Source: an optimization exercise on an open RTL-to-GDS flow (aim: a short achievable clock period and few clock cycles per item). Production flows keep margins and buffers that such runs may drop. The RTL was checked by simulation tests, not by an equivalence proof against the original design. No driver is modelled on the clock port, so clock power and skew are understated where the tree is cut down; a real chip needs a root buffer or a tree. No activity file was given, so power comes from the tool's default toggle rates.

==> module sample_fifo, before the edit <==
module sample_fifo #(
    parameter int unsigned WIDTH = 64,
    parameter int unsigned DEPTH = 2
) (
    input  logic             clock,
    input  logic             i_rst_n,
    input  logic             i_wr_en,
    input  logic [WIDTH-1:0] i_din,
    input  logic             i_rd_en,
    output logic [WIDTH-1:0] o_dout,
    output logic             o_empty,
    output logic             o_pop
);
    localparam int unsigned PTR_BITS = (DEPTH > 1) ? $clog2(DEPTH) : 1;
    logic [WIDTH-1:0]    mem [DEPTH];
    logic [PTR_BITS-1:0] wr_ptr;
    logic [PTR_BITS-1:0] rd_ptr;
    logic [PTR_BITS-1:0] rd_ptr_inc;
    logic [DEPTH:0]      occ;         
    logic                pop;
    logic [WIDTH-1:0]    stay_val;
    logic [WIDTH-1:0]    next_val;
    assign pop        = i_rd_en && !occ[0];
    assign rd_ptr_inc = rd_ptr + 1'b1;
    assign stay_val   = (i_wr_en && occ[0]) ? i_din : mem[rd_ptr];
    assign next_val   = (i_wr_en && occ[1]) ? i_din : mem[rd_ptr_inc];
    always_ff @(posedge clock) begin
        if (i_wr_en) begin
            mem[wr_ptr] <= i_din;
        end
        o_dout <= pop ? next_val : stay_val;
    end
    always_ff @(posedge clock) begin
        if (!i_rst_n) begin
            wr_ptr  <= '0;
            rd_ptr  <= '0;
            occ     <= (DEPTH+1)'(1);
            o_empty <= 1'b1;
            o_pop   <= 1'b0;
        end else begin
            o_pop   <= pop;
            o_empty <= pop ? (occ[1] && !i_wr_en) : (occ[0] && !i_wr_en);
            if (i_wr_en) begin
                wr_ptr <= wr_ptr + 1'b1;
            end
            if (pop) begin
                rd_ptr <= rd_ptr_inc;
            end
            if (i_wr_en && !pop) begin
                occ <= {occ[DEPTH-1:0], 1'b0};
            end else if (pop && !i_wr_en) begin
                occ <= {1'b0, occ[DEPTH:1]};
            end
        end
    end
endmodule
clock: 12.0 ns
lec_check: 0
cap_margin: 20
core_margin: 2
core_utilization: 40
slew_margin: 20
standard.sh (not shown) runs the stock make flow with config.mk's settings and CLKGATE_MAP_FILE= SYNTH_SCRIPT=/design/flow/synth_recipe.tcl, a recipe that flattens the netlist after the stock synthesis.
==> flow/flow/run.sh <==
#!/bin/bash
# Standard synthesis and layout (the standard.sh), with:
#  - repair_timing asked for extra setup slack, port buffers made plain
#    buffers, and other ORFS knobs listed in knobs.txt;
#  - after clock tree synthesis, custom_cts.tcl rebuilds the clock tree as
#    port -> 4 mid buffers -> leaf buffers -> flip-flops.
# The whole ORFS output goes to standard_flow.log in the work folder.
set -euo pipefail
here="$(cd "$(dirname "${BASH_SOURCE[0]}")" && pwd)"
mapfile -t knobs < <(grep -v '^#' "$here/knobs.txt" | grep -v '^ *$')
bash standard.sh "${knobs[@]}" "POST_CTS_TCL=$here/custom_cts.tcl" finish > standard_flow.log 2>&1
Other scripts of this flow, unchanged in this note and not shown: flow/flow/custom_cts.tcl, flow/flow/knobs.txt
Testbench counts at the start, summed over its fixed seeds: cycles 8,216, items 2,048.
Rerun with:
--- a/flow/design.v
+++ b/flow/design.v
@@ -67,12 +67,12 @@
     assign pop        = i_rd_en && !occ[0];
     assign rd_ptr_inc = rd_ptr + 1'b1;
     assign stay_val   = (i_wr_en && occ[0]) ? i_din : mem[rd_ptr];
-    assign next_val   = (i_wr_en && occ[1]) ? i_din : mem[rd_ptr_inc];
+    assign next_val   = (i_wr_en && (occ[0] || occ[1])) ? i_din : mem[rd_ptr_inc];
     always_ff @(posedge clock) begin
         if (i_wr_en) begin
             mem[wr_ptr] <= i_din;
         end
-        o_dout <= pop ? next_val : stay_val;
+        o_dout <= i_rd_en ? next_val : stay_val;
     end
     always_ff @(posedge clock) begin
         if (!i_rst_n) begin
@@ -90,11 +90,8 @@
             if (pop) begin
                 rd_ptr <= rd_ptr_inc;
             end
-            if (i_wr_en && !pop) begin
-                occ <= {occ[DEPTH-1:0], 1'b0};
-            end else if (pop && !i_wr_en) begin
-                occ <= {1'b0, occ[DEPTH:1]};
-            end
+            occ <= pop ? (i_wr_en ? occ : {1'b0, occ[DEPTH:1]})
+                       : (i_wr_en ? {occ[DEPTH-1:0], 1'b0} : occ);
         end
     end
 endmodule
Result:
- The changed run produced a clean layout
- clock skew stays flat
- sequential share of layout area climbs by 0.91 points
- power stays flat
- routed wire length goes down by 2.5%
- cell area goes down by 2.3%
- critical path depth does not change
- die area shrinks by 2.1%
Testbench counts after the change, summed over its fixed seeds: cycles 8,216, items 2,048.
In every run of this note, the design's own scripts or RTL, not TritonCTS, make the clock network.

* * *

RTL: one of the versions met above, not the one the previous note started from.
==> module fm_frontend_top, before the edit <==
module fm_frontend_top (
    input  logic                 clock,
    input  logic                 i_rst_n,
    input  logic                 i_in_wr_en,
    input  fm_sample_pkg::byte_t i_in_din,
    output logic                 o_in_full,
    input  logic                 i_out_rd_en,
    output fm_sample_pkg::iq_t   o_out_iq,
    output logic                 o_out_empty
);
    localparam int unsigned YW = 32;
    logic       rst_q;
    logic       acc_q;
    logic       last_q;
    logic [7:0] din_q;
    logic       full_r;
    logic       next_last;
    always_ff @(posedge clock) begin
        rst_q  <= i_rst_n;
        acc_q  <= i_in_wr_en && !full_r && i_rst_n;
        last_q <= i_in_wr_en && !full_r && i_rst_n && next_last;
        din_q  <= i_in_din;
    end
    assign o_in_full = full_r;
    logic        done;
    logic [15:0] xi_new;
    logic [15:0] xq_new;
    logic [303:0] hist_i;
    logic [303:0] hist_q;
    iq_decode iq_decode_inst (
        .clock   (clock),
        .i_rst_n (rst_q),
        .i_acc   (acc_q),
        .i_last  (last_q),
        .o_next_last(next_last),
        .i_byte  (din_q),
        .o_done  (done),
        .o_xi    (xi_new),
        .o_xq    (xq_new),
        .o_hist_i(hist_i),
        .o_hist_q(hist_q)
    );
    logic [YW-1:0] ps_i, pc_i, ps_q, pc_q;
    fir_partial fir_i_inst (.clock(clock), .i_hist(hist_i), .o_ps(ps_i), .o_pc(pc_i));
    fir_partial fir_q_inst (.clock(clock), .i_hist(hist_q), .o_ps(ps_q), .o_pc(pc_q));
    function automatic logic [2*YW-1:0] final_csa(
        input logic [YW-1:0] ps,
        input logic [YW-1:0] pc,
        input logic [15:0]   x
    );
        logic [YW-1:0] ux;
        logic [YW-1:0] s;
        logic [YW-1:0] c;
        ux = {{(YW-16){1'b0}}, ~x[15], x[14:0]};
        s  = ps ^ pc ^ ux;
        c  = {((ps[YW-2:0] & pc[YW-2:0]) | (ps[YW-2:0] & ux[YW-2:0]) |
               (pc[YW-2:0] & ux[YW-2:0])), 1'b0};
        final_csa = {s, c};
    endfunction
    logic [YW-1:0] yis_r, yic_r;
    logic [YW-1:0] yqs_r, yqc_r;
    logic [YW-1:0] yi;
    logic [YW-1:0] yq;
    logic          yv_r;
    always_ff @(posedge clock) begin
        {yis_r, yic_r} <= final_csa(ps_i, pc_i, xi_new);
        {yqs_r, yqc_r} <= final_csa(ps_q, pc_q, xq_new);
        if (!rst_q) begin
            yv_r <= 1'b0;
        end else begin
            yv_r <= done;
        end
    end
    assign yi = yis_r + yic_r;
    assign yq = yqs_r + yqc_r;
    logic [2*YW-1:0] head;
    logic            head_empty;
    logic            pop_q;
    sample_fifo #(
        .WIDTH(2*YW),
        .DEPTH(2)
    ) out_fifo_inst (
        .clock  (clock),
        .i_rst_n(rst_q),
        .i_wr_en(yv_r),
        .i_din  ({yi, yq}),
        .i_rd_en(i_out_rd_en),
        .o_dout (head),
        .o_empty(head_empty),
        .o_pop  (pop_q)
    );
    assign o_out_empty = head_empty;
    assign o_out_iq = head;
    localparam int unsigned CAP = 2;
    localparam int unsigned CW  = $clog2(CAP + 2);
    logic [CW-1:0] commit_cnt;
    logic [CW-1:0] commit_nxt;
    always_comb begin
        commit_nxt = commit_cnt;
        if (!rst_q) begin
            commit_nxt = '0;
        end else begin
            case ({done, pop_q})
                2'b10:   commit_nxt = commit_cnt + 1'b1;
                2'b01:   commit_nxt = commit_cnt - 1'b1;
                default: commit_nxt = commit_cnt;
            endcase
        end
    end
    always_ff @(posedge clock) begin
        commit_cnt <= commit_nxt;
        full_r     <= (commit_nxt >= CW'(CAP));
    end
endmodule
==> flow/config.mk <==
export PLATFORM = sky130hd
export DESIGN_NAME = fm_frontend_top
export DESIGN_NICKNAME = fm_frontend_top
export VERILOG_FILES = /design/flow/design.v
export SDC_FILE = /design/flow/constraint.sdc
export NUM_CORES = 4
export LEC_CHECK = 0
export CAP_MARGIN = 20
export CORE_MARGIN = 2
export CORE_UTILIZATION = 40
export SLEW_MARGIN = 20
==> flow/constraint.sdc <==
create_clock -name core_clock -period 12.0 [get_ports {clock}]
set_input_delay 2.4000 -clock core_clock [delete_from_list [all_inputs] [get_ports {clock}]]
set_output_delay 2.4000 -clock core_clock [all_outputs]
set_load 0.01 [all_outputs]
==> flow/flow/run.sh <==
#!/bin/bash
# Standard synthesis and layout (the standard.sh), with:
#  - repair_timing asked for extra setup slack, port buffers made plain
#    buffers, and other ORFS knobs listed in knobs.txt;
#  - after clock tree synthesis, custom_cts.tcl rebuilds the clock tree as
#    port -> 4 mid inverters -> leaf inverting buffers -> flip-flops.
# The whole ORFS output goes to standard_flow.log in the work folder.
set -euo pipefail
here="$(cd "$(dirname "${BASH_SOURCE[0]}")" && pwd)"
mapfile -t knobs < <(grep -v '^#' "$here/knobs.txt" | grep -v '^ *$')
bash standard.sh "${knobs[@]}" "POST_CTS_TCL=$here/custom_cts.tcl" finish > standard_flow.log 2>&1
Other scripts of this flow, unchanged in this note and not shown: flow/flow/custom_cts.tcl, flow/flow/knobs.txt
Testbench counts at the start, summed over its fixed seeds: cycles 8,216, items 2,048.
Next try:
--- a/flow/design.v
+++ b/flow/design.v
@@ -2580,16 +2580,17 @@
     logic       rst_q;
     logic       acc_q;
     logic       last_q;
     logic [7:0] din_q;
     logic       full_r;
     logic       next_last;
+    logic       full_int;
     always_ff @(posedge clock) begin
         rst_q  <= i_rst_n;
-        acc_q  <= i_in_wr_en && !full_r && i_rst_n;
-        last_q <= i_in_wr_en && !full_r && i_rst_n && next_last;
+        acc_q  <= i_in_wr_en && !full_int && i_rst_n;
+        last_q <= i_in_wr_en && !full_int && i_rst_n && next_last;
         din_q  <= i_in_din;
     end
     assign o_in_full = full_r;
     logic        done;
     logic [15:0] xi_new;
     logic [15:0] xq_new;
@@ -2636,24 +2637,36 @@
         if (!rst_q) begin
             yv_r <= 1'b0;
         end else begin
             yv_r <= done;
         end
     end
-    assign yi = yis_r + yic_r;
-    assign yq = yqs_r + yqc_r;
+    logic [YW-1:0] yi_r;
+    logic [YW-1:0] yq_r;
+    logic          yv2_r;
+    always_ff @(posedge clock) begin
+        yi_r <= yis_r + yic_r;
+        yq_r <= yqs_r + yqc_r;
+        if (!rst_q) begin
+            yv2_r <= 1'b0;
+        end else begin
+            yv2_r <= yv_r;
+        end
+    end
+    assign yi = yi_r;
+    assign yq = yq_r;
     logic [2*YW-1:0] head;
     logic            head_empty;
     logic            pop_q;
     sample_fifo #(
         .WIDTH(2*YW),
         .DEPTH(2)
     ) out_fifo_inst (
         .clock  (clock),
         .i_rst_n(rst_q),
-        .i_wr_en(yv_r),
+        .i_wr_en(yv2_r),
         .i_din  ({yi, yq}),
         .i_rd_en(i_out_rd_en),
         .o_dout (head),
         .o_empty(head_empty),
         .o_pop  (pop_q)
     );
@@ -2676,8 +2689,9 @@
         end
     end
     always_ff @(posedge clock) begin
         commit_cnt <= commit_nxt;
         full_r     <= (commit_nxt >= CW'(CAP));
     end
+    assign full_int = (commit_cnt >= CW'(CAP));
 endmodule
 `default_nettype wire
Outcome: Die area came out higher by about 3.8%; synthesized area came out higher by about 4%; core utilization came out lower by 1.3 points; via count came out lower by 1.4%; flip-flop and latch count came out higher by 65; clock power came out higher by about 3%; clock skew came out higher by 7.8 ps; routed wire length came out higher by 1.0%; sequential power came out higher by about 5.6%; final cell count came out higher by 1.9%.
Testbench counts after the change, summed over its fixed seeds: cycles 8,224, items 2,048.
No run of this note takes its clock network from TritonCTS; it comes from the design's own scripts or RTL.

re-timing with driven ports:
How much do the figures lean on ideal ports? The routed layouts below were timed once more, with nothing changed but the port constraints. Step 1 (the two cells are an assumption about what drives the block):
set clk [get_ports {clock}]
set_driving_cell -lib_cell sky130_fd_sc_hd__clkbuf_16 $clk
set_driving_cell -lib_cell sky130_fd_sc_hd__buf_2 [delete_from_list [all_inputs] $clk]
Step 2 also shifts input and output timing later by t, the mid clock arrival at the registers, as if the neighbouring blocks saw the same clock. Slacks: ideal / step 1 / step 2; pairs: ideal / step 1.
run | t (ns) | slack for setup (ns) | clock arrival spread, ns | worst register clock-pin slew, ns | cell pins on the clock port's net
the first run of note 1 | 0.744 | 8.527 / 8.352 / 8.074 | 0.038 / 0.038 | 0.10 / 0.10 | 4
the second run of note 1 | 0.743 | 8.544 / 8.369 / 8.305 | 0.048 / 0.048 | 0.10 / 0.10 | 4
the first run of note 2 | 0.635 | 8.760 / 8.477 / 8.190 | 0.030 / 0.031 | 0.10 / 0.10 | 4
the second run of note 2 | 0.642 | 8.760 / 8.473 / 8.553 | 0.033 / 0.034 | 0.10 / 0.10 | 4
After both steps setup and hold are still met in every run listed. The setup slack of the first run of note 2, which loses most, moves by -0.283 ns with the drivers and by -0.570 ns with both steps.
